This is an optimization exercise on Yosys and OpenROAD, whose aim is small area, a short achievable clock period and few clock cycles per item, not a production implementation.
In this exercise RTL edits were held to simulation tests only and were not proved equivalent to the original.
No activity file was given, so power comes from the tool's default toggle rates.

==> flow/design.v <==
package rbo_pkg;
    localparam int DEPTH          = 256;
    localparam int ADDR_BITS      = $clog2(DEPTH);
    localparam int DATA_BITS      = 16;
    localparam int CAP_BITS       = ADDR_BITS + 1;
    localparam int POS_BITS       = 8;
    localparam int CFG_INDEX_BITS = 2;
    localparam int CFG_DATA_BITS  = CAP_BITS;
    localparam int RES_BITS       = DATA_BITS + CAP_BITS + 2;
    localparam logic [CAP_BITS-1:0] CAP_MAX = CAP_BITS'(DEPTH);
    localparam logic [CAP_BITS-1:0] CAP_MIN = CAP_BITS'(1);
    localparam logic CMD_PUSH = 1'b0;
    localparam logic CMD_READ = 1'b1;
    localparam logic MODE_OVERWRITE = 1'b1;
    localparam logic [CFG_INDEX_BITS-1:0] CFG_CAPACITY = CFG_INDEX_BITS'(0);
    localparam logic [CFG_INDEX_BITS-1:0] CFG_MODE     = CFG_INDEX_BITS'(1);
endpackage
module rbo_ram #(
    parameter int WIDTH = 16,
    parameter int DEPTH = 256
) (
    input  logic                     clk,
    input  logic                     we,
    input  logic [$clog2(DEPTH)-1:0] waddr,
    input  logic [WIDTH-1:0]         wdata,
    input  logic [$clog2(DEPTH)-1:0] raddr,
    output logic [WIDTH-1:0]         rdata
);
    logic [WIDTH-1:0] mem [DEPTH];
    always_ff @(posedge clk)
    begin
        if (we)
        begin
            mem[waddr] <= wdata;
        end
    end
    assign rdata = mem[raddr];
endmodule
module rbo_ctrl #(
    parameter int W = 27
) (
    input  logic         clk,
    input  logic         rst_n,
    input  logic         in_valid,
    output logic         in_ready,
    input  logic         res_valid,
    input  logic [W-1:0] res_data,
    output logic         out_valid,
    input  logic         out_ready,
    output logic [W-1:0] out_data
);
    localparam int MAX_IN_FLIGHT = 4;
    localparam int QD = MAX_IN_FLIGHT - 1;
    logic [2:0]   inflight_reg;
    logic         in_ready_reg;
    logic         acc, take;
    logic         hv_reg;
    logic [W-1:0] h_reg;
    logic [W-1:0] q_mem [QD];
    logic [1:0]   q_wp, q_rp;
    logic [1:0]   q_cnt;
    logic         q_nonempty;
    logic         h_load;
    logic         h_from_res;
    logic [1:0]   q_wp_inc, q_rp_inc;
    assign acc  = in_valid && in_ready_reg;
    assign take = hv_reg && out_ready;
    always_ff @(posedge clk or negedge rst_n)
    begin
        if (!rst_n)
        begin
            inflight_reg <= '0;
            in_ready_reg <= 1'b1;
        end
        else
        begin
            inflight_reg <= inflight_reg + {2'b0, acc} - {2'b0, take};
            case ({acc, take})
                2'b10:   in_ready_reg <= (inflight_reg < 3'(MAX_IN_FLIGHT - 1));
                2'b01:   in_ready_reg <= (inflight_reg < 3'(MAX_IN_FLIGHT + 1));
                default: in_ready_reg <= (inflight_reg < 3'(MAX_IN_FLIGHT));
            endcase
        end
    end
    assign in_ready = in_ready_reg;
    assign q_nonempty = (q_cnt != 2'd0);
    assign h_load     = !hv_reg || out_ready;
    assign h_from_res = h_load && !q_nonempty && res_valid;
    assign q_wp_inc   = (q_wp == 2'(QD - 1)) ? 2'd0 : q_wp + 2'd1;
    assign q_rp_inc   = (q_rp == 2'(QD - 1)) ? 2'd0 : q_rp + 2'd1;
    always_ff @(posedge clk or negedge rst_n)
    begin
        if (!rst_n)
        begin
            hv_reg <= 1'b0;
            q_wp   <= '0;
            q_rp   <= '0;
            q_cnt  <= '0;
        end
        else
        begin
            if (h_load)
            begin
                hv_reg <= q_nonempty || res_valid;
            end
            if (res_valid && !h_from_res)
            begin
                q_wp <= q_wp_inc;
            end
            if (h_load && q_nonempty)
            begin
                q_rp <= q_rp_inc;
            end
            q_cnt <= q_cnt + {1'b0, res_valid && !h_from_res} - {1'b0, h_load && q_nonempty};
        end
    end
    always_ff @(posedge clk)
    begin
        if (h_load)
        begin
            h_reg <= q_nonempty ? q_mem[q_rp] : res_data;
        end
    end
    always_ff @(posedge clk)
    begin
        for (int i = 0; i < QD; i++)
        begin
            if (res_valid && (q_wp == 2'(i)))
            begin
                q_mem[i] <= res_data;
            end
        end
    end
    assign out_valid = hv_reg;
    assign out_data  = h_reg;
endmodule
module rbo_dp (
    input  logic                                 clk,
    input  logic                                 rst_n,
    input  logic                                 cfg_write_en,
    input  logic [rbo_pkg::CFG_INDEX_BITS-1:0]   cfg_index,
    input  logic [rbo_pkg::CFG_DATA_BITS-1:0]    cfg_data,
    input  logic                                 accept,
    input  logic                                 cmd_in,
    input  logic [rbo_pkg::DATA_BITS-1:0]        push_value,
    input  logic [rbo_pkg::POS_BITS-1:0]         position,
    output logic                                 res_valid,
    output logic [rbo_pkg::RES_BITS-1:0]         res_data
);
    localparam int AB = rbo_pkg::ADDR_BITS;
    localparam int CB = rbo_pkg::CAP_BITS;
    localparam int DB = rbo_pkg::DATA_BITS;
    logic          r_vld;
    logic          r_hit;
    logic [AB-1:0] r_slot;
    logic [CB-1:0] r_fill;
    logic          r_drop;
    logic          r_perr;
    logic [DB-1:0] ram_rdata;
    logic                   a_vld;
    logic                   a_cmd;
    logic [DB-1:0]          a_val;
    logic [AB-1:0]          a_pos;
    logic                   c_vld;
    logic                   c_idx0;
    logic [CB-1:0]          c_dat;
    always_ff @(posedge clk or negedge rst_n)
    begin
        if (!rst_n)
        begin
            a_vld <= 1'b0;
            c_vld <= 1'b0;
        end
        else
        begin
            a_vld <= accept;
            c_vld <= cfg_write_en && (cfg_index[1] == 1'b0);
        end
    end
    always_ff @(posedge clk)
    begin
        a_cmd  <= cmd_in;
        a_val  <= push_value;
        a_pos  <= position;
        c_idx0 <= (cfg_index[0] == 1'b0);
        c_dat  <= cfg_data;
    end
    logic [CB-1:0] cap_reg;       
    logic [CB-1:0] cap_m1_reg;    
    logic          mode_reg;      
    logic [AB-1:0] oldest_reg;
    logic [AB-1:0] tail_reg;      
    logic [CB-1:0] count_reg;
    logic          full_reg;      
    logic [CB-1:0] cap_clamped;
    logic          do_push, do_write, do_drop, do_read;
    logic          pos_err, hit;
    logic [CB-1:0] fill_after;
    always_comb
    begin
        if (c_dat == '0)
        begin
            cap_clamped = rbo_pkg::CAP_MIN;
        end
        else if (c_dat > rbo_pkg::CAP_MAX)
        begin
            cap_clamped = rbo_pkg::CAP_MAX;
        end
        else
        begin
            cap_clamped = c_dat;
        end
    end
    assign do_push  = a_vld && (a_cmd == rbo_pkg::CMD_PUSH);
    assign do_read  = a_vld && (a_cmd == rbo_pkg::CMD_READ);
    assign do_drop  = do_push && full_reg && (mode_reg != rbo_pkg::MODE_OVERWRITE);
    assign do_write = do_push && !do_drop;
    assign pos_err  = ({1'b0, a_pos} >= cap_reg);
    assign hit      = ({1'b0, a_pos} < count_reg);
    assign fill_after = (do_write && !full_reg) ? count_reg + CB'(1) : count_reg;
    always_ff @(posedge clk or negedge rst_n)
    begin
        if (!rst_n)
        begin
            cap_reg    <= rbo_pkg::CAP_MAX;
            cap_m1_reg <= rbo_pkg::CAP_MAX - CB'(1);
            mode_reg   <= rbo_pkg::MODE_OVERWRITE;
            oldest_reg <= '0;
            tail_reg   <= '0;
            count_reg  <= '0;
            full_reg   <= 1'b0;
        end
        else if (c_vld)
        begin
            if (c_idx0)
            begin
                cap_reg    <= cap_clamped;
                cap_m1_reg <= cap_clamped - CB'(1);
            end
            else
            begin
                mode_reg <= c_dat[0];
            end
            oldest_reg <= '0;
            tail_reg   <= '0;
            count_reg  <= '0;
            full_reg   <= 1'b0;
        end
        else if (do_write)
        begin
            tail_reg <= tail_reg + AB'(1);
            if (full_reg)
            begin
                oldest_reg <= oldest_reg + AB'(1);
            end
            else
            begin
                count_reg <= count_reg + CB'(1);
                full_reg  <= (count_reg == cap_m1_reg);
            end
        end
    end
    rbo_ram #(
        .WIDTH (DB),
        .DEPTH (rbo_pkg::DEPTH)
    ) u_ram (
        .clk   (clk),
        .we    (do_write),
        .waddr (tail_reg),
        .wdata (a_val),
        .raddr (r_slot),
        .rdata (ram_rdata)
    );
    always_ff @(posedge clk or negedge rst_n)
    begin
        if (!rst_n)
        begin
            r_vld <= 1'b0;
        end
        else
        begin
            r_vld <= a_vld;
        end
    end
    always_ff @(posedge clk)
    begin
        r_hit  <= do_read && hit;
        r_slot <= oldest_reg + a_pos;
        r_fill <= fill_after;
        r_drop <= do_drop;
        r_perr <= do_read && pos_err;
    end
    assign res_valid = r_vld;
    assign res_data  = {(r_hit ? ram_rdata : DB'(0)), r_fill, r_drop, r_perr};
endmodule
module ring_buffer_with_overwrite_mode_top (
    input  logic                               clk,
    input  logic                               rst_n,
    input  logic                               cfg_write_en,
    input  logic [rbo_pkg::CFG_INDEX_BITS-1:0] cfg_index,
    input  logic [rbo_pkg::CFG_DATA_BITS-1:0]  cfg_data,
    input  logic                               in_valid,
    output logic                               in_ready,
    input  logic                               cmd,
    input  logic [rbo_pkg::DATA_BITS-1:0]      push_value,
    input  logic [rbo_pkg::POS_BITS-1:0]       position,
    output logic                               out_valid,
    input  logic                               out_ready,
    output logic [rbo_pkg::DATA_BITS-1:0]      read_value,
    output logic [rbo_pkg::CAP_BITS-1:0]       fill_count,
    output logic                               dropped,
    output logic                               position_error
);
    logic                          res_valid;
    logic [rbo_pkg::RES_BITS-1:0]  res_data;
    logic [rbo_pkg::RES_BITS-1:0]  out_data;
    rbo_ctrl #(
        .W (rbo_pkg::RES_BITS)
    ) u_ctrl (
        .clk       (clk),
        .rst_n     (rst_n),
        .in_valid  (in_valid),
        .in_ready  (in_ready),
        .res_valid (res_valid),
        .res_data  (res_data),
        .out_valid (out_valid),
        .out_ready (out_ready),
        .out_data  (out_data)
    );
    rbo_dp u_dp (
        .clk          (clk),
        .rst_n        (rst_n),
        .cfg_write_en (cfg_write_en),
        .cfg_index    (cfg_index),
        .cfg_data     (cfg_data),
        .accept       (in_valid && in_ready),
        .cmd_in       (cmd),
        .push_value   (push_value),
        .position     (position),
        .res_valid    (res_valid),
        .res_data     (res_data)
    );
    assign {read_value, fill_count, dropped, position_error} = out_data;
endmodule
==> flow/run.sh <==
#!/bin/bash
# synth_recipe.tcl (not shown) runs the flow's synth.tcl, then flattens the netlist and writes it again
# the make line also repeats each setting of config.mk as NAME=value (left out here)
make -C /OpenROAD-flow-scripts/flow DESIGN_CONFIG=/design/flow/config.mk WORK_HOME=/design/flow/orfs CLKGATE_MAP_FILE= SYNTH_SCRIPT=/design/flow/synth_recipe.tcl finish
==> flow/config.mk <==
export PLATFORM = sky130hd
export DESIGN_NAME = ring_buffer_with_overwrite_mode_top
export DESIGN_NICKNAME = ring_buffer_with_overwrite_mode_top
export VERILOG_FILES = /design/flow/design.v
export SDC_FILE = /design/flow/constraint.sdc
export NUM_CORES = 4
export LEC_CHECK = 0
export CAP_MARGIN = 20
export CORE_MARGIN = 2
export CORE_UTILIZATION = 35
export PLACE_DENSITY = 0.45
export SLEW_MARGIN = 20
==> flow/constraint.sdc <==
create_clock -name core_clock -period 10.0 [get_ports {clk}]
set_input_delay 2.0000 -clock core_clock [delete_from_list [all_inputs] [get_ports {clk}]]
set_output_delay 2.0000 -clock core_clock [all_outputs]
set_load 0.01 [all_outputs]
==> results.rst, run 1 <==
.. list-table::
   :header-rows: 1

   * - Metric
     - Value
   * - Half-perimeter wire length of the detailed placement result
     - between 300,000 and 400,000 µm
   * - Worst setup EP type
     - flip-flop
   * - Total global routing track utilization
     - between 20% and 30%
   * - Setup slack of the most critical reg-to-reg path
     - about 4.6 ns
   * - Cell chain of the critical path
     - buf_12 > buf_12 > mux4_2 > o22ai_1 > nor4_1 > nor4_1 > nor3_1 > buf_4 > o41a_1 > a21o_1
   * - Sink Count
     - roughly 4,300
   * - Leakage component of the power
     - around 0.061 µW
   * - CTS tree
     - yes
   * - VDD IR max
     - about 0.00019 V
   * - Aggregate negative setup slack
     - 0 ns
   * - Violation count after the first detailed-routing iteration
     - around 12,000
   * - Number of distinct library cells after synthesis
     - ~80
   * - Most common cell after layout, fill and taps aside
     - sky130_fd_sc_hd__edfxtp_1
   * - Wire length of the first global-routing pass
     - roughly 760,000 µm
   * - Detailed Routing Iterations Pass 1
     - 6
   * - Average instance area after synthesis
     - roughly 21 µm²
   * - Post-route minimum period
     - 5.42 ns
   * - Root cell of the clock tree
     - sky130_fd_sc_hd__clkbuf_16
   * - CTS buffer count
     - approximately 460
   * - Sequential cell area fraction in the yosys report
     - 77.3%
   * - Maximum number of pins on one net before global-route repair
     - about 150
   * - Hold buffer count at CTS
     - 0
   * - Worst slew margin
     - between 9 and 10%
   * - Unrepaired setup endpoints after global routing
     - no
   * - Worst setup skew after layout
     - around 0.11 ns
   * - Largest delay contributor family on the critical path
     - buffers and inverters
   * - Post-synth EDFFs
     - between 4,000 and 5,000
   * - Fmax
     - 185 MHz
   * - Share of async-settable or async-resettable flops after synthesis
     - approximately 1.4%
   * - Ratio of routed vias to standard cells
     - ~5.7
   * - Via count of the first global-routing pass
     - between 80,000 and 90,000
   * - Post-layout nets
     - between 8,000 and 9,000
   * - H-tree levels
     - 5
   * - Number of port buffers
     - between 60 and 70
   * - Detailed-route DRC error count
     - 0
   * - Count of buffers added by post-CTS timing repair for setup
     - 0
   * - Cell Area, Placed
     - ~0.18 mm²
   * - Die width
     - 694 µm
   * - Fin util
     - 40.6%
   * - Count of final setup violators
     - 0
   * - CP Class
     - reg2reg
   * - Antenna-violating nets left
     - 0
   * - Post-route design area
     - approximately 0.19 mm²
   * - Flip-flop count of the largest register, all copies and words added
     - between 4,000 and 5,000
   * - Overall Power
     - 40,300 µW
   * - Share of the synthesized area in the top cell type
     - ~76%
   * - Maximum buffer depth of the clock tree
     - 4
   * - Buffer and inverter count on the worst path
     - 3
   * - Number of rows in the core area
     - roughly 250
   * - Io pins
     - 70
   * - Routed wire length
     - 567,000 µm
   * - Synth area leaders
     - sky130_fd_sc_hd__edfxtp_1, sky130_fd_sc_hd__mux4_2, sky130_fd_sc_hd__mux2i_1
   * - Fraction of final layout cells with drive strength greater than 1
     - about a quarter
   * - Gpl congestion
     - 0.859
   * - Data arrival time of the critical path
     - slightly above 6 ns
   * - Overall die height
     - roughly 690 µm
   * - GR Overflow Total
     - 0
   * - Number of warnings printed during yosys synthesis
     - 4
   * - Commonest register cell after synthesis
     - sky130_fd_sc_hd__edfxtp_1
   * - Total power divided by cell area
     - approximately 210 mW/mm²
   * - Standard cell with the maximum stage delay on the critical path
     - sky130_fd_sc_hd__dfxtp_4
   * - Area of the die
     - around 0.48 mm²
   * - Post-synth top area cell
     - sky130_fd_sc_hd__edfxtp_1
   * - Hold violation count in the final report
     - 0
   * - Worst-path clk slew
     - 0.06 ns
   * - Antenna violations before repair
     - 64
   * - Source-to-sink clock delay at the later pin of the worst-skew pair
     - around 1.1 ns
   * - Max stage delay on crit path
     - 0.73 ns
   * - Placeable core region
     - about 0.47 mm²
   * - Initial core utilization
     - a little over a third
   * - Via count of the routed design
     - between 80,000 and 90,000
   * - #FFs+latches synth
     - between 4,000 and 5,000
   * - Number of max-slew violations in the final report
     - 0
   * - Layout area overhead
     - 15.5%
   * - Average wire per cell in the routed design
     - about 37 µm
   * - Count of cells resized by post-cts repair
     - 0
   * - Status
     - no timing/DRC/antenna violations
   * - Final critical-path share of the clock period
     - a little over half
   * - Transition time at the pin with the least slew margin
     - roughly 1.4 ns
   * - Worst min-delay path category
     - reg2reg
   * - Kind of start point of the critical path
     - flip-flop
   * - Synthesized cell area
     - 0.167 mm²
   * - Number of standard cells after synthesis
     - just over 8,000
   * - Required time at the endpoint of the critical path
     - about 11 ns
   * - Critical path fanouts, max
     - between 70 and 80
   * - Max-cap violations
     - 0
   * - Post-synthesis net count
     - 8,169
   * - Most frequent cells in the layout
     - sky130_fd_sc_hd__edfxtp_1, sky130_fd_sc_hd__mux4_2, sky130_fd_sc_hd__clkbuf_16
==> cell type report <==
type                            count  area (µm²)
Fill cell                       42000      282000
Sequential cell                  4318      129000
Multi-Input combinational cell   3264       36100
Clock buffer                      592       12200
Tap cell                         6247        7820
Timing Repair Buffer              505        4290
Clock inverter                    280        2880
Inverter                           50         203
Antenna cell                       19        47.5
==> logic make-up after synthesis <==
family                   Yosys count  synth area share (%)
AO/OA/AOI/OAI                    838                  3.49
XOR/XNOR                          40                 0.210
adder cells (fa/ha/maj)           44                 0.339
buffers and inverters            502                  1.72
flip-flops                      4318                  77.3
multiplexers                    1339                  14.3
AND/OR/NAND/NOR                 1003                  2.63
==> worst paths after layout <==
kind | end | startpoint | cells past startpoint
max | u_ctrl.h_reg[18]$_DFFE_PP_ | flip-flop | 10
min | u_dp.cap_reg[5]$_DFFE_PN0P_ | u_dp.cap_reg[5]$_DFFE_PN0P_ | 2
max reg2reg | u_ctrl.h_reg[18]$_DFFE_PP_ | flip-flop | 10
min reg2reg | u_dp.cap_reg[5]$_DFFE_PN0P_ | u_dp.cap_reg[5]$_DFFE_PN0P_ | 2
max in group asynchronous | u_dp.tail_reg[0]$_DFFE_PN0P_ | rst_n | 2
min in group asynchronous | u_ctrl.inflight_reg[2]$_DFF_PN0_ | rst_n | 2
==> worst reg2reg max path: stages, from the launching register on <==
cell and delay [ns]:
sky130_fd_sc_hd__dfxtp_4 0.73, sky130_fd_sc_hd__buf_12 0.54, sky130_fd_sc_hd__buf_12 0.72, sky130_fd_sc_hd__mux4_2 0.65
sky130_fd_sc_hd__o22ai_1 0.54, sky130_fd_sc_hd__nor4_1 0.15, sky130_fd_sc_hd__nor4_1 0.67, sky130_fd_sc_hd__nor3_1 0.32
sky130_fd_sc_hd__buf_4 0.22, sky130_fd_sc_hd__o41a_1 0.47, sky130_fd_sc_hd__a21o_1 0.20
==> layer usage <==
metal  wire (µm)  global-route usage (%)  vias to the layer above
met2      260000                    35.7                     3668
met1      243000                    33.1                    47600
li1            -                       -                    34600
met5          76                       0                        -
met4       19500                    7.17                       12
met3       43600                    4.16                      736
==> through the flow <==
| stage | setup slack, ns | hold WS, ns | std cells |
|---|---|---|---|
| finish | 4.58 | 0.482 | 15300 |
| global placement | 4.30 | 0.461 | 14400 |
| global route | 4.46 | 0.506 | 15300 |
| detailed placement | 4.52 | 0.469 | 14400 |
| floorplan | 5.77 | 0.407 | 8084 |
| CTS | 4.51 | 0.483 | 15300 |
==> report_power, final <==
part,leakage [µW],switching (µW),internal (µW)
Sequential,0.0391,254,20100
Clock,0.00735,7370,9810
Combinational,0.0147,1870,884
==> synth_stat cells, drive strengths merged, types with 62 or more instances <==
| master | n |
|---|---|
| edfxtp | 4204 |
| mux4 | 832 |
| mux2i | 451 |
| nor2 | 408 |
| nand2 | 300 |
| buf | 280 |
| clkbuf | 172 |
| o22ai | 152 |
| a22oi | 142 |
| o21ai | 104 |
| a21oi | 93 |
| nor3 | 72 |
| o221ai | 62 |
Testbench counts, summed over its fixed seeds: cycles 48,208, items 48,000.
==> inputs of run 2 (changes only) <==
--- a/flow/design.v
+++ b/flow/design.v
@@ -17,13 +17,15 @@
 endpackage
 module rbo_ram #(
     parameter int WIDTH = 16,
-    parameter int DEPTH = 256
+    parameter int DEPTH = 256,
+    parameter int NLO   = 16
 ) (
     input  logic                     clk,
     input  logic                     we,
     input  logic [$clog2(DEPTH)-1:0] waddr,
     input  logic [WIDTH-1:0]         wdata,
-    input  logic [$clog2(DEPTH)-1:0] raddr,
+    input  logic [NLO-1:0]           rsel_lo,
+    input  logic [DEPTH/NLO-1:0]     rsel_hi,
     output logic [WIDTH-1:0]         rdata
 );
     logic [WIDTH-1:0] mem [DEPTH];
@@ -34,7 +36,17 @@
             mem[waddr] <= wdata;
         end
     end
-    assign rdata = mem[raddr];
+    always_comb
+    begin
+        rdata = '0;
+        for (int i = 0; i < DEPTH; i++)
+        begin
+            if (rsel_hi[i / NLO] && rsel_lo[i % NLO])
+            begin
+                rdata = rdata | mem[i];
+            end
+        end
+    end
 endmodule
 module rbo_ctrl #(
     parameter int W = 27
@@ -49,7 +61,7 @@
     input  logic         out_ready,
     output logic [W-1:0] out_data
 );
-    localparam int MAX_IN_FLIGHT = 4;
+    localparam int MAX_IN_FLIGHT = 3;
     localparam int QD = MAX_IN_FLIGHT - 1;
     logic [2:0]   inflight_reg;
     logic         in_ready_reg;
@@ -151,8 +163,9 @@
     localparam int CB = rbo_pkg::CAP_BITS;
     localparam int DB = rbo_pkg::DATA_BITS;
     logic          r_vld;
-    logic          r_hit;
-    logic [AB-1:0] r_slot;
+    logic [15:0]   r_lo;
+    logic [15:0]   r_hi;
+    logic [AB-1:0] slot;
     logic [CB-1:0] r_fill;
     logic          r_drop;
     logic          r_perr;
@@ -164,27 +177,13 @@
     logic                   c_vld;
     logic                   c_idx0;
     logic [CB-1:0]          c_dat;
-    always_ff @(posedge clk or negedge rst_n)
-    begin
-        if (!rst_n)
-        begin
-            a_vld <= 1'b0;
-            c_vld <= 1'b0;
-        end
-        else
-        begin
-            a_vld <= accept;
-            c_vld <= cfg_write_en && (cfg_index[1] == 1'b0);
-        end
-    end
-    always_ff @(posedge clk)
-    begin
-        a_cmd  <= cmd_in;
-        a_val  <= push_value;
-        a_pos  <= position;
-        c_idx0 <= (cfg_index[0] == 1'b0);
-        c_dat  <= cfg_data;
-    end
+    assign a_vld  = accept;
+    assign a_cmd  = cmd_in;
+    assign a_val  = push_value;
+    assign a_pos  = position;
+    assign c_vld  = cfg_write_en && (cfg_index[1] == 1'b0);
+    assign c_idx0 = (cfg_index[0] == 1'b0);
+    assign c_dat  = cfg_data;
     logic [CB-1:0] cap_reg;       
     logic [CB-1:0] cap_m1_reg;    
     logic          mode_reg;      
@@ -217,6 +216,7 @@
     assign do_write = do_push && !do_drop;
     assign pos_err  = ({1'b0, a_pos} >= cap_reg);
     assign hit      = ({1'b0, a_pos} < count_reg);
+    assign slot     = oldest_reg + a_pos;
     assign fill_after = (do_write && !full_reg) ? count_reg + CB'(1) : count_reg;
     always_ff @(posedge clk or negedge rst_n)
     begin
@@ -264,12 +264,13 @@
         .WIDTH (DB),
         .DEPTH (rbo_pkg::DEPTH)
     ) u_ram (
-        .clk   (clk),
-        .we    (do_write),
-        .waddr (tail_reg),
-        .wdata (a_val),
-        .raddr (r_slot),
-        .rdata (ram_rdata)
+        .clk     (clk),
+        .we      (do_write),
+        .waddr   (tail_reg),
+        .wdata   (a_val),
+        .rsel_lo (r_lo),
+        .rsel_hi (r_hi),
+        .rdata   (ram_rdata)
     );
     always_ff @(posedge clk or negedge rst_n)
     begin
@@ -284,14 +285,14 @@
     end
     always_ff @(posedge clk)
     begin
-        r_hit  <= do_read && hit;
-        r_slot <= oldest_reg + a_pos;
+        r_lo   <= 16'(1) << slot[3:0];
+        r_hi   <= (do_read && hit) ? (16'(1) << slot[7:4]) : 16'(0);
         r_fill <= fill_after;
         r_drop <= do_drop;
         r_perr <= do_read && pos_err;
     end
     assign res_valid = r_vld;
-    assign res_data  = {(r_hit ? ram_rdata : DB'(0)), r_fill, r_drop, r_perr};
+    assign res_data  = {ram_rdata, r_fill, r_drop, r_perr};
 endmodule
 module ring_buffer_with_overwrite_mode_top (
     input  logic                               clk,
--- a/flow/config.mk
+++ b/flow/config.mk
@@ -7,6 +7,9 @@
 export LEC_CHECK = 0
 export CAP_MARGIN = 20
 export CORE_MARGIN = 2
-export CORE_UTILIZATION = 35
-export PLACE_DENSITY = 0.45
+export CORE_UTILIZATION = 55
+export CTS_CLUSTER_DIAMETER = 100
+export CTS_CLUSTER_SIZE = 30
+export PLACE_DENSITY = 0.65
+export SETUP_SLACK_MARGIN = 5
 export SLEW_MARGIN = 20
==> results.rst, run 2 <==
.. list-table::
   :header-rows: 1

   * - Metric
     - Value
   * - Total global routing track utilization
     - about 81%
   * - Number of rows in the core area
     - 197 (-22%)
   * - Sink Count
     - 4,276 (-0.97%)
   * - Maximum buffer depth of the clock tree
     - 4 (unchanged)
   * - Half-perimeter wire length of the detailed placement result
     - 754,000 µm (+120%)
   * - Number of port buffers
     - 69 (unchanged)
   * - Status
     - aborted with a tool error
   * - Post-synth EDFFs
     - 4,177 (-0.64%)
   * - Gpl congestion
     - 1.30 (+51%)
   * - #FFs+latches synth
     - 4,276 (-0.97%)
   * - Overall die height
     - 543 µm (-22%)
   * - Io pins
     - 70 (unchanged)
   * - CTS buffer count
     - 165 (-64%)
   * - Commonest register cell after synthesis
     - sky130_fd_sc_hd__edfxtp_1
   * - Leading cell type by number of instances after synthesis
     - sky130_fd_sc_hd__edfxtp_1
   * - Hold buffer count at CTS
     - 0 (unchanged)
   * - Sequential cell area fraction in the yosys report
     - 79.9% (+2.6 points)
   * - Average instance area after synthesis
     - 16.9 µm² (-18%)
   * - Synthesized cell area
     - 0.160 mm² (-4.1%)
   * - Number of distinct library cells after synthesis
     - 78 (-1.3%)
   * - Error Message
     - [ERROR GRT-0116] Global routing finished with congestion. Check the congestion regions in the DRC Viewer.
   * - Maximum number of pins on one net before global-route repair
     - 118
   * - Share of the synthesized area in the top cell type
     - 78.5% (+2.7 points)
   * - Post-synth top area cell
     - sky130_fd_sc_hd__edfxtp_1
   * - GR Overflow Total
     - 17
   * - Initial core utilization
     - 55.4% (+20 points)
   * - Number of warnings printed during yosys synthesis
     - 4 (unchanged)
   * - Post-synthesis net count
     - 9,552 (+17%)
   * - Share of async-settable or async-resettable flops after synthesis
     - 1.31% (-0.057 points)
   * - Number of standard cells after synthesis
     - 9,472 (+17%)
   * - H-tree levels
     - 4 (-1)
   * - Wire length of the first global-routing pass
     - around 1,500,000 µm
   * - Most used standard cells in the synthesized netlist
     - sky130_fd_sc_hd__edfxtp_1, sky130_fd_sc_hd__a22oi_1, sky130_fd_sc_hd__nand3_1
   * - Root cell of the clock tree
     - sky130_fd_sc_hd__clkbuf_16
   * - Die width
     - 543 µm (-22%)
   * - Via count of the first global-routing pass
     - roughly 130k
   * - Synth area leaders
     - sky130_fd_sc_hd__edfxtp_1, sky130_fd_sc_hd__a22oi_1, sky130_fd_sc_hd__nand3_1
   * - Failed at
     - global routing
[run 2: cell types whose count changed after synthesis, sizes merged, moves of 163 or more]
cell / before / now
clkbuf: 172 / 335
nand4: 15 / 209
o22ai: 152 / 327
mux2i: 451 / 28
a32oi: 13 / 247
mux4: 832 / 0
nand3: 61 / 722
nand2: 300 / 103
a22oi: 142 / 1081
[run 2: layer usage]
metal	overflow	track usage (%)
met5	1	64.0
met4	8	71.3
met3	2	75.8
met2	4	87.6
met1	2	83.9
[run 2: worst min path at each step]
stage	cells after the start	startpoint	slack [ns]	endpoint
after floorplan	1	u_ctrl.inflight_reg[2]$_DFF_PN0_	0.41	u_ctrl.in_ready_reg$_DFF_PN1_
after global placement	1	u_ctrl.inflight_reg[2]$_DFF_PN0_	0.44	u_ctrl.in_ready_reg$_DFF_PN1_
after detailed placement	1	u_ctrl.inflight_reg[2]$_DFF_PN0_	0.44	u_ctrl.in_ready_reg$_DFF_PN1_
after CTS	1	u_ctrl.inflight_reg[2]$_DFF_PN0_	0.45	u_ctrl.in_ready_reg$_DFF_PN1_
[run 2: cell families after synthesis]
logic type | share of synthesized area (%)
AOI/OAI and AO/OA | 10.9
xor gates and xnor gates | 0.274
adders and majority gates | 0.315
buffers and inverters | 2.08
DFF | 79.9
muxes | 0.182
and+or+nand+nor | 6.35
[run 2: per-stage QoR]
step	worst slack [ns]	utilization, %	power (µW)	area (µm²)	std cells
2_1_floorplan	5.67	-	20800	160000	9472
3_3_place_gp	3.23	58.5	22000	169000	13200
3_5_place_dp	4.15	59.4	22000	172000	13300
4_1_cts	4.89	61.0	30200	176000	13500
[run 2: power by group through the flow]
stage	registers [µW]	logic (µW)	clock network [µW]
after floorplan	20300	470	0
after global placement	20400	1610	0
after detailed placement	20400	1660	0
after CTS	20000	1660	8530
[run 2: repair_timing]
| item | CTS |
|---|---|
| pin swaps | 7 |
| buffers inserted | 1 |
| gates resized for setup | 22 |
| setup endpoints to repair | 23 |
Testbench counts of run 2, summed over its fixed seeds: cycles 48,200, items 48,000.
==> inputs of run 3 (changes only) <==
--- a/flow/design.v
+++ b/flow/design.v
@@ -18,17 +18,20 @@
 module rbo_ram #(
     parameter int WIDTH = 16,
     parameter int DEPTH = 256,
-    parameter int NLO   = 16
+    parameter int NROW  = 64
 ) (
     input  logic                     clk,
     input  logic                     we,
     input  logic [$clog2(DEPTH)-1:0] waddr,
     input  logic [WIDTH-1:0]         wdata,
-    input  logic [NLO-1:0]           rsel_lo,
-    input  logic [DEPTH/NLO-1:0]     rsel_hi,
+    input  logic [NROW-1:0]          rsel_row,
+    input  logic [DEPTH/NROW-1:0]    rsel_grp,
     output logic [WIDTH-1:0]         rdata
 );
+    localparam int NGRP = DEPTH / NROW;
     logic [WIDTH-1:0] mem [DEPTH];
+    logic [WIDTH-1:0] grp_pick [NGRP];
+    logic [WIDTH-1:0] grp_reg  [NGRP];
     always_ff @(posedge clk)
     begin
         if (we)
@@ -38,12 +41,33 @@
     end
     always_comb
     begin
+        for (int g = 0; g < NGRP; g++)
+        begin
+            grp_pick[g] = '0;
+            for (int r = 0; r < NROW; r++)
+            begin
+                if (rsel_row[r])
+                begin
+                    grp_pick[g] = grp_pick[g] | mem[g * NROW + r];
+                end
+            end
+        end
+    end
+    always_ff @(posedge clk)
+    begin
+        for (int g = 0; g < NGRP; g++)
+        begin
+            grp_reg[g] <= grp_pick[g];
+        end
+    end
+    always_comb
+    begin
         rdata = '0;
-        for (int i = 0; i < DEPTH; i++)
+        for (int g = 0; g < NGRP; g++)
         begin
-            if (rsel_hi[i / NLO] && rsel_lo[i % NLO])
+            if (rsel_grp[g])
             begin
-                rdata = rdata | mem[i];
+                rdata = rdata | grp_reg[g];
             end
         end
     end
@@ -61,10 +85,10 @@
     input  logic         out_ready,
     output logic [W-1:0] out_data
 );
-    localparam int MAX_IN_FLIGHT = 3;
+    localparam int MAX_IN_FLIGHT = 4;
     localparam int QD = MAX_IN_FLIGHT - 1;
     logic [2:0]   inflight_reg;
-    logic         in_ready_reg;
+    logic         in_busy_reg;    
     logic         acc, take;
     logic         hv_reg;
     logic [W-1:0] h_reg;
@@ -75,26 +99,26 @@
     logic         h_load;
     logic         h_from_res;
     logic [1:0]   q_wp_inc, q_rp_inc;
-    assign acc  = in_valid && in_ready_reg;
+    assign acc  = in_valid && !in_busy_reg;
     assign take = hv_reg && out_ready;
     always_ff @(posedge clk or negedge rst_n)
     begin
         if (!rst_n)
         begin
             inflight_reg <= '0;
-            in_ready_reg <= 1'b1;
+            in_busy_reg  <= 1'b0;
         end
         else
         begin
             inflight_reg <= inflight_reg + {2'b0, acc} - {2'b0, take};
             case ({acc, take})
-                2'b10:   in_ready_reg <= (inflight_reg < 3'(MAX_IN_FLIGHT - 1));
-                2'b01:   in_ready_reg <= (inflight_reg < 3'(MAX_IN_FLIGHT + 1));
-                default: in_ready_reg <= (inflight_reg < 3'(MAX_IN_FLIGHT));
+                2'b10:   in_busy_reg <= (inflight_reg >= 3'(MAX_IN_FLIGHT - 1));
+                2'b01:   in_busy_reg <= (inflight_reg >= 3'(MAX_IN_FLIGHT + 1));
+                default: in_busy_reg <= (inflight_reg >= 3'(MAX_IN_FLIGHT));
             endcase
         end
     end
-    assign in_ready = in_ready_reg;
+    assign in_ready = !in_busy_reg;
     assign q_nonempty = (q_cnt != 2'd0);
     assign h_load     = !hv_reg || out_ready;
     assign h_from_res = h_load && !q_nonempty && res_valid;
@@ -163,13 +187,18 @@
     localparam int CB = rbo_pkg::CAP_BITS;
     localparam int DB = rbo_pkg::DATA_BITS;
     logic          r_vld;
-    logic [15:0]   r_lo;
-    logic [15:0]   r_hi;
+    logic [63:0]   r_row;
+    logic [3:0]    r_grp;
     logic [AB-1:0] slot;
     logic [CB-1:0] r_fill;
     logic          r_drop;
     logic          r_perr;
     logic [DB-1:0] ram_rdata;
+    logic          s_vld;
+    logic [3:0]    s_grp;
+    logic [CB-1:0] s_fill;
+    logic          s_drop;
+    logic          s_perr;
     logic                   a_vld;
     logic                   a_cmd;
     logic [DB-1:0]          a_val;
@@ -260,16 +289,35 @@
             end
         end
     end
+    logic          w_en;
+    logic [AB-1:0] w_addr;
+    logic [DB-1:0] w_data;
+    always_ff @(posedge clk or negedge rst_n)
+    begin
+        if (!rst_n)
+        begin
+            w_en <= 1'b0;
+        end
+        else
+        begin
+            w_en <= do_write && !c_vld;
+        end
+    end
+    always_ff @(posedge clk)
+    begin
+        w_addr <= tail_reg;
+        w_data <= a_val;
+    end
     rbo_ram #(
         .WIDTH (DB),
         .DEPTH (rbo_pkg::DEPTH)
     ) u_ram (
         .clk     (clk),
-        .we      (do_write),
-        .waddr   (tail_reg),
-        .wdata   (a_val),
-        .rsel_lo (r_lo),
-        .rsel_hi (r_hi),
+        .we      (w_en),
+        .waddr   (w_addr),
+        .wdata   (w_data),
+        .rsel_row (r_row),
+        .rsel_grp (s_grp),
         .rdata   (ram_rdata)
     );
     always_ff @(posedge clk or negedge rst_n)
@@ -285,14 +333,32 @@
     end
     always_ff @(posedge clk)
     begin
-        r_lo   <= 16'(1) << slot[3:0];
-        r_hi   <= (do_read && hit) ? (16'(1) << slot[7:4]) : 16'(0);
+        r_row  <= 64'(1) << slot[5:0];
+        r_grp  <= (do_read && hit) ? (4'(1) << slot[7:6]) : 4'(0);
         r_fill <= fill_after;
         r_drop <= do_drop;
         r_perr <= do_read && pos_err;
     end
-    assign res_valid = r_vld;
-    assign res_data  = {ram_rdata, r_fill, r_drop, r_perr};
+    always_ff @(posedge clk or negedge rst_n)
+    begin
+        if (!rst_n)
+        begin
+            s_vld <= 1'b0;
+        end
+        else
+        begin
+            s_vld <= r_vld;
+        end
+    end
+    always_ff @(posedge clk)
+    begin
+        s_grp  <= r_grp;
+        s_fill <= r_fill;
+        s_drop <= r_drop;
+        s_perr <= r_perr;
+    end
+    assign res_valid = s_vld;
+    assign res_data  = {ram_rdata, s_fill, s_drop, s_perr};
 endmodule
 module ring_buffer_with_overwrite_mode_top (
     input  logic                               clk,
==> flow/flow/run.sh (new file) <==
#!/bin/bash
set -euo pipefail
bash standard.sh SETUP_SLACK_MARGIN=6.3 finish > flow_make.log 2>&1
==> flow/standard.sh (new file) <==
#!/bin/bash
# synth_recipe.tcl (not shown) runs the flow's synth.tcl, then flattens the netlist and writes it again
# the make line also repeats each setting of config.mk as NAME=value (left out here)
make -C /OpenROAD-flow-scripts/flow DESIGN_CONFIG=/design/flow/config.mk WORK_HOME=/design/flow/orfs CLKGATE_MAP_FILE= SYNTH_SCRIPT=/design/flow/synth_recipe.tcl "${@:-finish}"
--- a/flow/config.mk
+++ b/flow/config.mk
@@ -7,9 +7,8 @@
 export LEC_CHECK = 0
 export CAP_MARGIN = 20
 export CORE_MARGIN = 2
-export CORE_UTILIZATION = 55
-export CTS_CLUSTER_DIAMETER = 100
-export CTS_CLUSTER_SIZE = 30
-export PLACE_DENSITY = 0.65
-export SETUP_SLACK_MARGIN = 5
+export CORE_UTILIZATION = 45
+export CTS_CLUSTER_DIAMETER = 80
+export CTS_CLUSTER_SIZE = 20
+export PLACE_DENSITY = 0.55
 export SLEW_MARGIN = 20
removed: flow/run.sh
==> results.rst, run 3 <==
.. list-table::
   :header-rows: 1

   * - Metric
     - Value
   * - GR Overflow Total
     - 0
   * - Maximum number of pins on one net before global-route repair
     - between 150 and 200
   * - Leakage component of the power
     - around 0.054 µW
   * - Initial core utilization
     - 45.3% (-10 points)
   * - Average instance area after synthesis
     - 19.2 µm² (+14%)
   * - Ratio of routed vias to standard cells
     - between 7 and 8
   * - Combinational group share of total power
     - under 10%
   * - Number of warnings printed during yosys synthesis
     - 6 (+2)
   * - Data arrival time of the critical path
     - 4.28 ns
   * - Total power divided by cell area
     - between 150 and 200 mW/mm²
   * - Worst min-delay path category
     - reg2reg
   * - Hold buffer count at CTS
     - 0 (unchanged)
   * - Worst setup skew after layout
     - around 0.063 ns
   * - Violation count after the first detailed-routing iteration
     - about 23,000
   * - Number of distinct library cells after synthesis
     - 57 (-27%)
   * - Maximum buffer depth of the clock tree
     - 4 (unchanged)
   * - H-tree levels
     - 5 (+1)
   * - Io pins
     - 70 (unchanged)
   * - Half-perimeter wire length of the detailed placement result
     - 375,000 µm (-50%)
   * - Switching power share of the total
     - between 20 and 25%
   * - Critical path fanouts, max
     - 19
   * - Antenna-violating nets left
     - 0
   * - Reg area
     - about 0.13 mm²
   * - Unrepaired setup endpoints after global routing
     - yes
   * - Max-cap violations
     - 0
   * - Root cell of the clock tree
     - sky130_fd_sc_hd__clkbuf_16
   * - Aggregate negative setup slack
     - 0 ns
   * - Count of final setup violators
     - 0
   * - Total global routing track utilization
     - a little under two fifths
   * - Required time at the endpoint of the critical path
     - around 11 ns
   * - Sequential group share of total power
     - 61.7%
   * - Number of port buffers
     - 69 (unchanged)
   * - CTS tree
     - yes
   * - Most common cell after layout, fill and taps aside
     - sky130_fd_sc_hd__edfxtp_1
   * - CP Class
     - reg2reg
   * - Post-route minimum period
     - between 3 and 4 ns
   * - Worst setup EP type
     - flip-flop
   * - Via count of the routed design
     - roughly 100k
   * - Placeable core region
     - 0.350 mm²
   * - Via count of the first global-routing pass
     - around 90,000
   * - Hold violation count in the final report
     - 0
   * - Commonest register cell after synthesis
     - sky130_fd_sc_hd__edfxtp_1
   * - Transition time at the pin with the least slew margin
     - ~1.3 ns
   * - Layout filler cell count
     - 28,000
   * - Post-synthesis net count
     - 8,347 (-13%)
   * - Worst-case setup slack after placement
     - 5.43 ns (+1.29 ns)
   * - Status
     - no timing/DRC/antenna violations
   * - Number of max-slew violations in the final report
     - 0
   * - VDD IR max
     - ~0.00012 V
   * - Share of the synthesized area in the top cell type
     - 79.6% (+1.2 points)
   * - Final critical-path share of the clock period
     - a little under two fifths
   * - Clk pwr share
     - between 30% and 40%
   * - Post-synth top area cell
     - sky130_fd_sc_hd__edfxtp_1
   * - Pint
     - about 26,000 µW
   * - Flip-flop count of the largest register, all copies and words added
     - around 4,100
   * - Most frequent cells in the layout
     - sky130_fd_sc_hd__edfxtp_1, sky130_fd_sc_hd__a22o_1, sky130_fd_sc_hd__a221oi_1
   * - Combined area of the multi-input logic cells
     - between 0.02 and 0.03 mm²
   * - Min setup slack post-route
     - about 6.3 ns
   * - Fmax
     - roughly 270 MHz
   * - Layout area overhead
     - 10.6%
   * - Kind of start point of the critical path
     - flip-flop
   * - #FFs+latches synth
     - 4,445 (+4.0%)
   * - Area of the die
     - about 0.36 mm²
   * - Most used standard cells in the synthesized netlist
     - sky130_fd_sc_hd__edfxtp_1, sky130_fd_sc_hd__a221oi_1, sky130_fd_sc_hd__a22o_1
   * - Overall die height
     - 598 µm (+10%)
   * - Gpl congestion
     - 0.935 (-28%)
   * - Sequential cell area fraction in the yosys report
     - 82.9% (+3.0 points)
   * - Source-to-sink clock delay at the later pin of the worst-skew pair
     - about 0.97 ns
   * - Post-synth EDFFs
     - 4,204 (+0.65%)
   * - Top register by number of flip-flops
     - u_dp.u_ram.mem
   * - Post-layout nets
     - about 8,600
   * - Synth area leaders
     - sky130_fd_sc_hd__edfxtp_1, sky130_fd_sc_hd__a221oi_1, sky130_fd_sc_hd__a22o_1
   * - Leading cell type by number of instances after synthesis
     - sky130_fd_sc_hd__edfxtp_1
   * - Wire length of the first global-routing pass
     - 875,000 µm
   * - Die width
     - 598 µm (+10%)
   * - Detailed Routing Iterations Pass 1
     - 9
   * - Fraction of final layout cells with drive strength greater than 1
     - about an eighth
   * - Detailed-route DRC error count
     - 0
   * - Net switching component of the power
     - 7610 µW
   * - Average wire per cell in the routed design
     - about 50 µm
   * - Number of rows in the core area
     - 217 (+10%)
   * - Synthesized cell area
     - 0.159 mm² (-0.82%)
   * - Antenna violations before repair
     - roughly 80
   * - Share of async-settable or async-resettable flops after synthesis
     - 1.33% (+0.018 points)
   * - CTS buffer count
     - 263 (+59%)
   * - Routed wire length
     - 678,000 µm
   * - Number of standard cells after synthesis
     - 8,265 (-13%)
   * - Worst-path clk slew
     - 0.08 ns
   * - Sink Count
     - 4,445 (+4.0%)
   * - Worst slew margin
     - 11.0%
[run 3: final timing paths]
path / from / end / slack (ns) / cells after the start
min: u_dp.r_fill[3]$_DFF_P_ / u_dp.s_fill[3]$_DFF_P_ / 0.33 / 0
min in group asynchronous: rst_n / u_ctrl.q_rp[0]$_DFFE_PN0P_ / 1.23 / 2
max reg2reg: u_dp.w_en$_DFF_PN0_ / u_dp.u_ram.mem[188][2]$_DFFE_PP_ / 6.25 / 3
max: u_dp.w_en$_DFF_PN0_ / u_dp.u_ram.mem[188][2]$_DFFE_PP_ / 6.25 / 3
max in group asynchronous: rst_n / u_dp.oldest_reg[4]$_DFFE_PN0P_ / 8.19 / 2
min reg2reg: u_dp.r_fill[3]$_DFF_P_ / u_dp.s_fill[3]$_DFF_P_ / 0.33 / 0
[run 3: per-stage QoR]
| step | cell area [µm²] | hold WS, ns | cells | power, µW | utilization [%] |
|---|---|---|---|---|---|
| 5_1_grt | 175000 | 0.347 | 13300 | 34500 | 50.1 |
| 2_1_floorplan | 159000 | 0.310 | 8265 | 22000 | - |
| 4_1_cts | 175000 | 0.336 | 13300 | 33700 | 50.0 |
| 3_3_place_gp | 167000 | 0.315 | 12800 | 22800 | 47.8 |
| 6_report | 175000 | 0.333 | 13300 | 33900 | 50.1 |
| 3_5_place_dp | 167000 | 0.314 | 12800 | 22800 | 47.8 |
[run 3: kinds of logic after synthesis]
logic type / count (synthesis) / share of synthesized area, %
adders and majority gates: 41 / 0.333
and+or+nand+nor: 939 / 2.97
DFF: 4445 / 82.9
AOI/OAI and AO/OA: 2228 / 12.0
xor gates and xnor gates: 44 / 0.248
buffers and inverters: 561 / 1.51
muxes: 7 / 0.0473
[run 3: power by group through the flow]
stage	logic, µW	clock network (µW)	registers [µW]
6_report	1540	11400	20900
5_1_grt	1620	12000	20900
4_1_cts	1500	11300	20900
3_5_place_dp	1530	0	21300
3_3_place_gp	1500	0	21300
2_1_floorplan	663	0	21300
[run 3: routing by layer]
metal	track usage, %	share of wire (%)	up-vias
li1	-	-	35600
met1	50.4	35	52800
met2	53.9	43	10100
met3	11.7	16	1862
met4	19.5	6.4	38
met5	0	0.043	-
[run 3: final cells by class]
class	instances	share of cell area, %
inverters	34	0.0728
flip-flops and latches	4445	75.1
repair buffers	515	2.40
clock buffers	409	4.23
diodes	43	0.0614
well taps	4599	3.28
clock inverters	27	0.171
multi-input cells	3259	14.7
[run 3: worst max-delay path: stages, from the launching register on]
cell and delay [ns]:
sky130_fd_sc_hd__dfrtp_1 0.96, sky130_fd_sc_hd__nand4_1 0.90, sky130_fd_sc_hd__buf_4 0.50, sky130_fd_sc_hd__nor2_4 0.88
[run 3: what timing repair did]
item,4_1_cts,5_1_grt
hold endpoints to repair,0,0
setup buffers,2,0
endpoints found under the setup margin,37,9
pin swaps,0,0
gates resized for setup,30,2
Testbench counts of run 3, summed over its fixed seeds: cycles 48,208, items 48,000.
==> inputs of run 4 (changes only) <==
==> flow/run.sh (new file) <==
#!/bin/bash
# synth_recipe.tcl (not shown) runs the flow's synth.tcl, then flattens the netlist and writes it again
# the make line also repeats each setting of config.mk as NAME=value (left out here)
make -C /OpenROAD-flow-scripts/flow DESIGN_CONFIG=/design/flow/config.mk WORK_HOME=/design/flow/orfs CLKGATE_MAP_FILE= SYNTH_SCRIPT=/design/flow/synth_recipe.tcl finish
--- a/flow/config.mk
+++ b/flow/config.mk
@@ -7,8 +7,9 @@
 export LEC_CHECK = 0
 export CAP_MARGIN = 20
 export CORE_MARGIN = 2
-export CORE_UTILIZATION = 45
+export CORE_UTILIZATION = 40
 export CTS_CLUSTER_DIAMETER = 80
 export CTS_CLUSTER_SIZE = 20
-export PLACE_DENSITY = 0.55
+export PLACE_DENSITY = 0.5
+export SETUP_SLACK_MARGIN = 5
 export SLEW_MARGIN = 20
removed: flow/flow/run.sh
removed: flow/standard.sh
==> results.rst, run 4 <==
.. list-table::
   :header-rows: 1

   * - Metric
     - Value
   * - Top register by number of flip-flops
     - u_dp.u_ram.mem
   * - Fin util
     - 44.6% (-5.5 points)
   * - H-tree levels
     - 5 (unchanged)
   * - Die width
     - 634 µm (+6.0%)
   * - Overall die height
     - 634 µm (+6.0%)
   * - Maximum buffer depth of the clock tree
     - 4 (unchanged)
   * - Detailed-route DRC error count
     - 0 (unchanged)
   * - Number of distinct library cells after synthesis
     - 57 (unchanged)
   * - Max-cap violations
     - 0 (unchanged)
   * - Count of final setup violators
     - 0 (unchanged)
   * - Post-route minimum period
     - 4.07 ns (+0.321 ns)
   * - Post-synthesis net count
     - 8,347 (unchanged)
   * - Most common cell after layout, fill and taps aside
     - sky130_fd_sc_hd__edfxtp_1
   * - Number of max-slew violations in the final report
     - 0 (unchanged)
   * - Sequential cell area fraction in the yosys report
     - 82.9% (unchanged)
   * - Status
     - no timing/DRC/antenna violations
   * - Commonest register cell after synthesis
     - sky130_fd_sc_hd__edfxtp_1
   * - Kind of start point of the critical path
     - flip-flop
   * - GR Overflow Total
     - 0 (unchanged)
   * - Via count of the first global-routing pass
     - 89,900 (-0.52%)
   * - Detailed Routing Iterations Pass 1
     - 6 (-3)
   * - Worst-path clk slew
     - 0.08 ns (about the same)
   * - Ratio of routed vias to standard cells
     - 7.14 (-5.2%)
   * - Worst min-delay path category
     - reg2reg
   * - Post-synth top area cell
     - sky130_fd_sc_hd__edfxtp_1
   * - Area of the die
     - 0.401 mm² (+12%)
   * - Hold violation count in the final report
     - 0 (unchanged)
   * - Layout area overhead
     - 11.2%
   * - Count of buffers added by post-CTS timing repair for setup
     - 0 (-2)
   * - Synthesized cell area
     - 0.159 mm² (unchanged)
   * - Number of port buffers
     - 69 (unchanged)
   * - Flip-flop count of the largest register, all copies and words added
     - 4,096 (unchanged)
   * - Antenna violations before repair
     - 65 (-17%)
   * - Leading cell type by number of instances after synthesis
     - sky130_fd_sc_hd__edfxtp_1
   * - Average instance area after synthesis
     - 19.2 µm² (unchanged)
   * - Wire length of the first global-routing pass
     - 902,000 µm (+3.2%)
   * - Total power divided by cell area
     - 192 mW/mm² (-0.32%)
   * - CTS tree
     - yes
   * - Via count of the routed design
     - 99,900 (-0.45%)
   * - Post-layout nets
     - 8,636 (+0.42%)
   * - Worst setup EP type
     - output port
   * - Critical path fanouts, max
     - 5 (-14)
   * - Most used standard cells in the synthesized netlist
     - sky130_fd_sc_hd__edfxtp_1, sky130_fd_sc_hd__a221oi_1, sky130_fd_sc_hd__a22o_1
   * - VDD IR max
     - 0.000129 V (+4.8%)
   * - Sink Count
     - 4,445 (unchanged)
   * - Share of async-settable or async-resettable flops after synthesis
     - 1.33% (unchanged)
   * - Placeable core region
     - 0.395 mm² (+13%)
   * - Post-synth EDFFs
     - 4,204 (unchanged)
   * - Fmax
     - 246 MHz (-7.9%)
   * - Maximum number of pins on one net before global-route repair
     - 162 (-14%)
   * - Violation count after the first detailed-routing iteration
     - 21,400 (-5.1%)
   * - Aggregate negative setup slack
     - 0 ns (unchanged)
   * - Antenna-violating nets left
     - 0 (unchanged)
   * - Hold buffer count at CTS
     - 0 (unchanged)
   * - Leakage component of the power
     - 0.0543 µW (+0.26%)
   * - CTS buffer count
     - 263 (unchanged)
   * - Transition time at the pin with the least slew margin
     - 1.30 ns (-0.0342 ns)
   * - Total global routing track utilization
     - 34.3% (-2.9 points)
   * - Number of warnings printed during yosys synthesis
     - 6 (unchanged)
   * - Worst slew margin
     - 13.2% (+2.3 points)
   * - Initial core utilization
     - 40.1% (-5.2 points)
   * - Data arrival time of the critical path
     - 2.07 ns (-2.21 ns)
   * - Required time at the endpoint of the critical path
     - 8.00 ns (-2.53 ns)
   * - Worst setup skew after layout
     - 0.0657 ns (+0.00254 ns)
   * - Half-perimeter wire length of the detailed placement result
     - 390,000 µm (+3.9%)
   * - Number of rows in the core area
     - 231 (+6.5%)
   * - Io pins
     - 70 (unchanged)
   * - Average wire per cell in the routed design
     - 50.4 µm (-1.0%)
   * - Source-to-sink clock delay at the later pin of the worst-skew pair
     - 0.99 ns (+0.02 ns)
   * - Unrepaired setup endpoints after global routing
     - no
   * - Routed wire length
     - 705,000 µm (+3.9%)
   * - Number of standard cells after synthesis
     - 8,265 (unchanged)
   * - Most frequent cells in the layout
     - sky130_fd_sc_hd__edfxtp_1, sky130_fd_sc_hd__a22o_1, sky130_fd_sc_hd__a221oi_1
   * - Synth area leaders
     - sky130_fd_sc_hd__edfxtp_1, sky130_fd_sc_hd__a221oi_1, sky130_fd_sc_hd__a22o_1
   * - #FFs+latches synth
     - 4,445 (unchanged)
   * - CP Class
     - reg2out
   * - Share of the synthesized area in the top cell type
     - 79.6% (unchanged)
   * - Count of cells resized by post-cts repair
     - 0 (-100%)
   * - Gpl congestion
     - 0.893 (-4.6%)
   * - Root cell of the clock tree
     - sky130_fd_sc_hd__clkbuf_16
   * - Final critical-path share of the clock period
     - 40.7% (+3.2 points)
   * - Fraction of final layout cells with drive strength greater than 1
     - 13.2% (+0.33 points)
[run 4: stage by stage]
step	hold slack, ns	power [µW]	std cells	setup slack, ns	cell area (µm²)
global placement	0.316	22800	13500	5.41	168000
finish	0.324	33900	14000	5.93	176000
detailed placement	0.312	22900	13500	5.45	169000
CTS	0.326	33900	13900	5.89	176000
floorplan	0.310	22000	8265	5.77	159000
global route	0.333	34700	14000	5.88	176000
[run 4: cell families (layout without fill, tap and decap cells)]
logic type	count (synthesis)	in the layout	synth area share, %
muxes	7	7	0.0473
adders and majority gates	41	41	0.333
and+or+nand+nor	939	939	2.97
AOI/OAI and AO/OA	2228	2228	12.0
buffers and inverters	561	1004	1.51
other	0	43	0
DFF	4445	4445	82.9
xor gates and xnor gates	44	44	0.248
[run 4: final cells by class]
cell class / instances / area (µm²)
antenna: 43 / 108
clock buffer: 396 / 7420
clock inverter: 23 / 253
fill: 33800 / 219000
inverter: 34 / 128
multi-input combinational: 3259 / 25700
sequential: 4445 / 132000
tap: 5242 / 6560
timing repair buffer: 551 / 4560
[run 4: final timing paths]
check | start | to | slack [ns] | depth (start not counted)
min in group asynchronous | rst_n | u_ctrl.q_cnt[1]$_DFF_PN0_ | 1.23 | 2
max in group asynchronous | rst_n | u_dp.oldest_reg[3]$_DFFE_PN0P_ | 8.21 | 2
worst min-delay path | u_dp.r_fill[8]$_DFF_P_ | u_dp.s_fill[8]$_DFF_P_ | 0.32 | 0
worst min register to register | u_dp.r_fill[8]$_DFF_P_ | u_dp.s_fill[8]$_DFF_P_ | 0.32 | 0
worst max-delay path | u_ctrl.in_busy_reg$_DFF_PN0_ | in_ready | 5.93 | 2
worst max register to register | u_dp.w_en$_DFF_PN0_ | u_dp.u_ram.mem[124][9]$_DFFE_PP_ | 6.24 | 4
[run 4: metal layers]
layer | global-route usage [%] | vias up | routed length, µm
li1 | - | 35600 | -
met1 | 47.6 | 53800 | 261000
met2 | 51.2 | 9064 | 308000
met3 | 8.64 | 1480 | 98900
met4 | 15.0 | 16 | 37500
met5 | 0 | - | 114
[run 4: worst max-delay path, stage by stage (launching register included)]
cell and delay [ns]:
sky130_fd_sc_hd__dfrtp_1 0.46, sky130_fd_sc_hd__inv_1 0.10, sky130_fd_sc_hd__clkdlybuf4s50_1 0.55
[run 4: power breakdown]
part | internal [µW] | leakage (µW) | switching [µW] | total (µW)
Clock | 5220 | 0.00370 | 6230 | 11400
Sequential | 20600 | 0.0401 | 293 | 20900
Combinational | 457 | 0.0104 | 1140 | 1600
==> inputs of run 5 (changes only) <==
==> flow/flow/run.sh (new file) <==
#!/bin/bash
# Layout flow: the standard ORFS flow (standard.sh, unchanged synthesis),
# with three knobs changed:
#  - every input and output port is still buffered, but with a plain buffer
#    (buf_2) rather than the delay cell the resizer picks by default;
set -euo pipefail
bash standard.sh SETUP_SLACK_MARGIN=6.5 MATCH_CELL_FOOTPRINT=0 \
  "BUFFER_PORTS_ARGS=-buffer_cell sky130_fd_sc_hd__buf_2" finish > flow_make.log 2>&1
==> flow/standard.sh (new file) <==
#!/bin/bash
# synth_recipe.tcl (not shown) runs the flow's synth.tcl, then flattens the netlist and writes it again
# the make line also repeats each setting of config.mk as NAME=value (left out here)
make -C /OpenROAD-flow-scripts/flow DESIGN_CONFIG=/design/flow/config.mk WORK_HOME=/design/flow/orfs CLKGATE_MAP_FILE= SYNTH_SCRIPT=/design/flow/synth_recipe.tcl "${@:-finish}"
--- a/flow/config.mk
+++ b/flow/config.mk
@@ -7,9 +7,8 @@
 export LEC_CHECK = 0
 export CAP_MARGIN = 20
 export CORE_MARGIN = 2
-export CORE_UTILIZATION = 40
+export CORE_UTILIZATION = 45
 export CTS_CLUSTER_DIAMETER = 80
 export CTS_CLUSTER_SIZE = 20
-export PLACE_DENSITY = 0.5
-export SETUP_SLACK_MARGIN = 5
+export PLACE_DENSITY = 0.55
 export SLEW_MARGIN = 20
removed: flow/run.sh
==> results.rst, run 5 <==
.. list-table::
   :header-rows: 1

   * - Metric
     - Value
   * - Standard cell with the maximum stage delay on the critical path
     - sky130_fd_sc_hd__nor2_2
   * - Area of the die
     - 0.357 mm² (-11%)
   * - Antenna violations before repair
     - 55 (-15%)
   * - Layout area overhead
     - 10.4%
   * - Worst r2r path cells
     - 4 (unchanged)
   * - Largest family of logic cells by synthesized area
     - compound AO/OA/AOI/OAI gates
   * - Via count of the routed design
     - 101,000 (+0.72%)
   * - Cell chain of the critical path
     - nand2_1 > buf_4 > nor2_2 > buf_4
   * - Layout filler cell count
     - 28,200 (-17%)
   * - Ratio of routed vias to standard cells
     - 7.54 (+5.7%)
   * - Transition time at the pin with the least slew margin
     - 1.34 ns (+0.0360 ns)
   * - Worst setup skew after layout
     - 0.0576 ns (-0.00812 ns)
   * - Average instance area after synthesis
     - 19.2 µm² (unchanged)
   * - Critical path fanouts, max
     - 19 (+14)
   * - Root cell of the clock tree
     - sky130_fd_sc_hd__clkbuf_16
   * - Hold buffer count at CTS
     - 0 (unchanged)
   * - Crit path depth
     - 4 (+2)
   * - Routed wire length
     - 681,000 µm (-3.3%)
   * - #FFs+latches synth
     - 4,445 (unchanged)
   * - Worst min-delay path category
     - reg2reg
   * - Max-cap violations
     - 0 (unchanged)
   * - Share of cell area taken by muxes after synthesis
     - 0.0473% (unchanged)
   * - Wire length of the first global-routing pass
     - 876,000 µm (-2.8%)
   * - Post-layout nets
     - 8,615 (-0.24%)
   * - Top register by number of flip-flops
     - u_dp.u_ram.mem
   * - Buffer and inverter count on the worst path
     - 2 (unchanged)
   * - Initial core utilization
     - 45.3% (+5.2 points)
   * - Average wire per cell in the routed design
     - 51.1 µm (+1.4%)
   * - WHS
     - 0.324 ns (+0.000233 ns)
   * - Placeable core region
     - 0.350 mm² (-11%)
   * - GR met2 Demand/Resource
     - 53.6% (+2.5 points)
   * - Sink Count
     - 4,445 (unchanged)
   * - Leakage component of the power
     - 0.0541 µW (-0.27%)
   * - Synth area leaders
     - sky130_fd_sc_hd__edfxtp_1, sky130_fd_sc_hd__a221oi_1, sky130_fd_sc_hd__a22o_1
   * - Maximum number of pins on one net before global-route repair
     - 192 (+19%)
   * - Launching element of the worst setup path
     - u_dp.w_en$_DFF_PN0_
   * - Met3 routing resource usage after global routing
     - 11.9% (+3.3 points)
   * - Cells after DPL
     - 12,900 (-4.9%)
   * - Number of rows in the core area
     - 217 (-6.1%)
   * - Combined area of the multi-input logic cells
     - 0.0258 mm² (+0.47%)
   * - Sequential cell area fraction in the yosys report
     - 82.9% (unchanged)
   * - Total global routing track utilization
     - 37.3% (+3.0 points)
   * - Required time at the endpoint of the critical path
     - 10.60 ns (+2.60 ns)
   * - Commonest register cell after synthesis
     - sky130_fd_sc_hd__edfxtp_1
   * - Post-Synth Adder-Cell Area
     - 0.333% (unchanged)
   * - Detailed-route DRC error count
     - 0 (unchanged)
   * - Number of warnings printed during yosys synthesis
     - 6 (unchanged)
   * - Most common cell after layout, fill and taps aside
     - sky130_fd_sc_hd__edfxtp_1
   * - Fmax
     - 276 MHz (+12%)
   * - Count of final setup violators
     - 0 (unchanged)
   * - GR Overflow Total
     - 0 (unchanged)
   * - Via count of the first global-routing pass
     - 90,400 (+0.48%)
   * - HP Start
     - u_dp.r_grp[2]$_SDFF_PN0_
   * - VDD IR max
     - 0.000131 V (+0.98%)
   * - Most frequent cells in the layout
     - sky130_fd_sc_hd__edfxtp_1, sky130_fd_sc_hd__a22o_1, sky130_fd_sc_hd__a221oi_1
   * - Hold violation count in the final report
     - 0 (unchanged)
   * - Final critical-path share of the clock period
     - 36.2% (-4.5 points)
   * - Detailed Routing Iterations Pass 1
     - 9 (+3)
   * - Status
     - no timing/DRC/antenna violations
   * - Worst-path clk slew
     - 0.09 ns (about the same)
   * - Number of max-slew violations in the final report
     - 0 (unchanged)
   * - Data arrival time of the critical path
     - 4.22 ns (+2.15 ns)
   * - Simple-gate share of the synthesized area
     - 2.97% (unchanged)
   * - Antenna-violating nets left
     - 0 (unchanged)
   * - Worst setup EP type
     - flip-flop
   * - Leading cell type by number of instances after synthesis
     - sky130_fd_sc_hd__edfxtp_1
   * - Number of standard cells after synthesis
     - 8,265 (unchanged)
   * - Fraction of final layout cells with drive strength greater than 1
     - 13.9% (+0.68 points)
   * - Reg area
     - 0.132 mm² (about the same)
   * - Post-route minimum period
     - 3.62 ns (-0.451 ns)
   * - CTS buffer count
     - 263 (unchanged)
   * - Source-to-sink clock delay at the later pin of the worst-skew pair
     - 0.97 ns (-0.02 ns)
   * - Most common cell on crit path
     - sky130_fd_sc_hd__buf_4
   * - Total power divided by cell area
     - 193 mW/mm² (about the same)
   * - Hold Path Cell Cnt
     - 0 (unchanged)
   * - Aggregate negative setup slack
     - 0 ns (unchanged)
   * - Worst slew margin
     - 10.8% (-2.4 points)
   * - Share of the synthesized area in the top cell type
     - 79.6% (unchanged)
   * - Met1 track demand over resource
     - 50.8% (+3.2 points)
   * - Most used standard cells in the synthesized netlist
     - sky130_fd_sc_hd__edfxtp_1, sky130_fd_sc_hd__a221oi_1, sky130_fd_sc_hd__a22o_1
   * - Half-perimeter wire length of the detailed placement result
     - 380,000 µm (-2.5%)
   * - H-tree levels
     - 5 (unchanged)
   * - Fin cells
     - 13,300 (-4.7%)
   * - Gpl congestion
     - 0.918 (+2.9%)
   * - Synthesized cell area
     - 0.159 mm² (unchanged)
   * - Most congested layer reported by global routing
     - met2
   * - Max stage delay on crit path
     - 1.02 ns (+0.47 ns)
   * - Share of async-settable or async-resettable flops after synthesis
     - 1.33% (unchanged)
   * - Share of the synthesized area in compound gates (AO/OA/AOI/OAI)
     - 12.0% (unchanged)
   * - Number of distinct library cells after synthesis
     - 57 (unchanged)
   * - Post-synthesis net count
     - 8,347 (unchanged)
   * - Largest delay contributor family on the critical path
     - simple AND/OR/NAND/NOR gates
   * - Post-synth top area cell
     - sky130_fd_sc_hd__edfxtp_1
   * - Worst reg2reg path startpoint
     - u_dp.w_en$_DFF_PN0_
   * - Maximum buffer depth of the clock tree
     - 4 (unchanged)
   * - Io pins
     - 70 (unchanged)
   * - Kind of start point of the critical path
     - flip-flop
   * - Die width
     - 598 µm (-5.7%)
   * - Violation count after the first detailed-routing iteration
     - 22,400 (+4.8%)
   * - Overall die height
     - 598 µm (-5.7%)
   * - Post-synth EDFFs
     - 4,204 (unchanged)
   * - CTS tree
     - yes
   * - Overall Power
     - 33,700 µW (-0.63%)
   * - Number of port buffers
     - 69 (unchanged)
   * - CP Class
     - reg2reg
   * - Flip-flop count of the largest register, all copies and words added
     - 4,096 (unchanged)
   * - Fraction of synthesized cell area in xor and xnor cells
     - 0.248% (unchanged)
   * - Unrepaired setup endpoints after global routing
     - yes
-- run 5: cell count changes in the layout (fill, tap and decap cells not counted), moves of 8 or more --
cell | previous run | this run
sky130_fd_sc_hd__clkdlybuf4s50_1 | 68 | 0
sky130_fd_sc_hd__nor2_2 | 220 | 212
sky130_fd_sc_hd__nor2_4 | 37 | 46
sky130_fd_sc_hd__clkbuf_16 | 278 | 270
sky130_fd_sc_hd__clkbuf_1 | 116 | 141
sky130_fd_sc_hd__buf_4 | 460 | 439
sky130_fd_sc_hd__buf_2 | 1 | 68
sky130_fd_sc_hd__diode_2 | 43 | 32
-- run 5: cell type report --
| cell class | instances | area share, % |
|---|---|---|
| repair buffers | 530 | 2.33 |
| clock buffers | 411 | 4.16 |
| inverters | 34 | 0.0729 |
| flip-flops and latches | 4445 | 75.2 |
| clock inverters | 29 | 0.176 |
| diodes | 32 | 0.0457 |
| well taps | 4599 | 3.29 |
| multi-input cells | 3259 | 14.7 |
-- run 5: layer usage --
metal  up-vias  part of all wire [%]
met1     52900                    35
li1      35600                     -
met2     10300                    42
met4        26                   6.4
met3      1858                    16
met5         -                 0.025
-- run 5: through the flow --
| stage | instance area (µm²) | worst slack (ns) | util, % |
|---|---|---|---|
| after floorplan | 159000 | 6.28 | - |
| after global placement | 167000 | 5.85 | 47.8 |
| after detailed placement | 167000 | 5.87 | 47.8 |
| after CTS | 175000 | 6.46 | 50.0 |
| after global routing | 175000 | 6.47 | 50.0 |
| final | 175000 | 6.38 | 50.0 |
-- run 5: where the power goes --
part	internal, µW	switching, µW
sequential	20600	333
combinational	398	1100
clock	5120	6180
total	26100	7610
-- run 5: worst paths after layout --
check	end	slack, ns
worst max-delay path	u_dp.u_ram.mem[207][6]$_DFFE_PP_	6.38
worst min-delay path	u_dp.s_grp[2]$_DFF_P_	0.32
worst max register to register	u_dp.u_ram.mem[207][6]$_DFFE_PP_	6.38
worst min register to register	u_dp.s_grp[2]$_DFF_P_	0.32
max in group asynchronous	u_ctrl.in_busy_reg$_DFF_PN0_	8.10
min in group asynchronous	u_ctrl.q_rp[1]$_DFFE_PN0P_	1.25
-- run 5: cells by family after synthesis --
kind of cell,Yosys count
and+or+nand+nor,939
xor gates and xnor gates,44
AOI/OAI and AO/OA,2228
DFF,4445
adders and majority gates,41
muxes,7
buffers and inverters,561
-- run 5: what timing repair did --
action / in CTS / in global routing
endpoints found under the setup margin: 18 / 30
buffers inserted: 3 / 0
pin swaps: 1 / 0
gates resized for setup: 3 / 3

==> separate check: timing with driven ports <==
In the flow no input, the clock included, has a driving cell. The finished layouts below were timed again as built, in two steps.
Step 1 sets driving cells, clkbuf_16 on the clock port and buf_2 on the other inputs (assumed; they add their load-dependent delay and slew).
Step 2 times the ports against the registers' clock, not the clock port: input delays grow and output delays shrink by t, the midpoint of the rising clock arrivals with the driver on.
Three values: ideal ports, drivers, drivers and shift; two values: the first two.
| run | t (ns) | setup slack, ns | hold slack, ns | worst register clock-pin slew, ns | pins driven straight from the clock port |
|---|---|---|---|---|---|
| run 1 | 1.129 | 4.585 / 4.585 / 4.585 | 0.482 / 0.482 / 0.482 | 0.07 / 0.07 | 1 |
| run 3 | 1.050 | 6.253 / 6.253 / 5.391 | 0.333 / 0.333 / 0.333 | 0.10 / 0.10 | 1 |
| run 4 | 1.083 | 5.932 / 5.810 / 5.433 | 0.324 / 0.324 / 0.324 | 0.10 / 0.10 | 1 |
| run 5 | 1.040 | 6.383 / 6.383 / 5.855 | 0.324 / 0.324 / 0.324 | 0.09 / 0.09 | 1 |
After both steps every run listed still meets setup and hold. The setup slack of run 3, which loses most, moves by 0.000 ns with the drivers and by -0.862 ns with both steps.
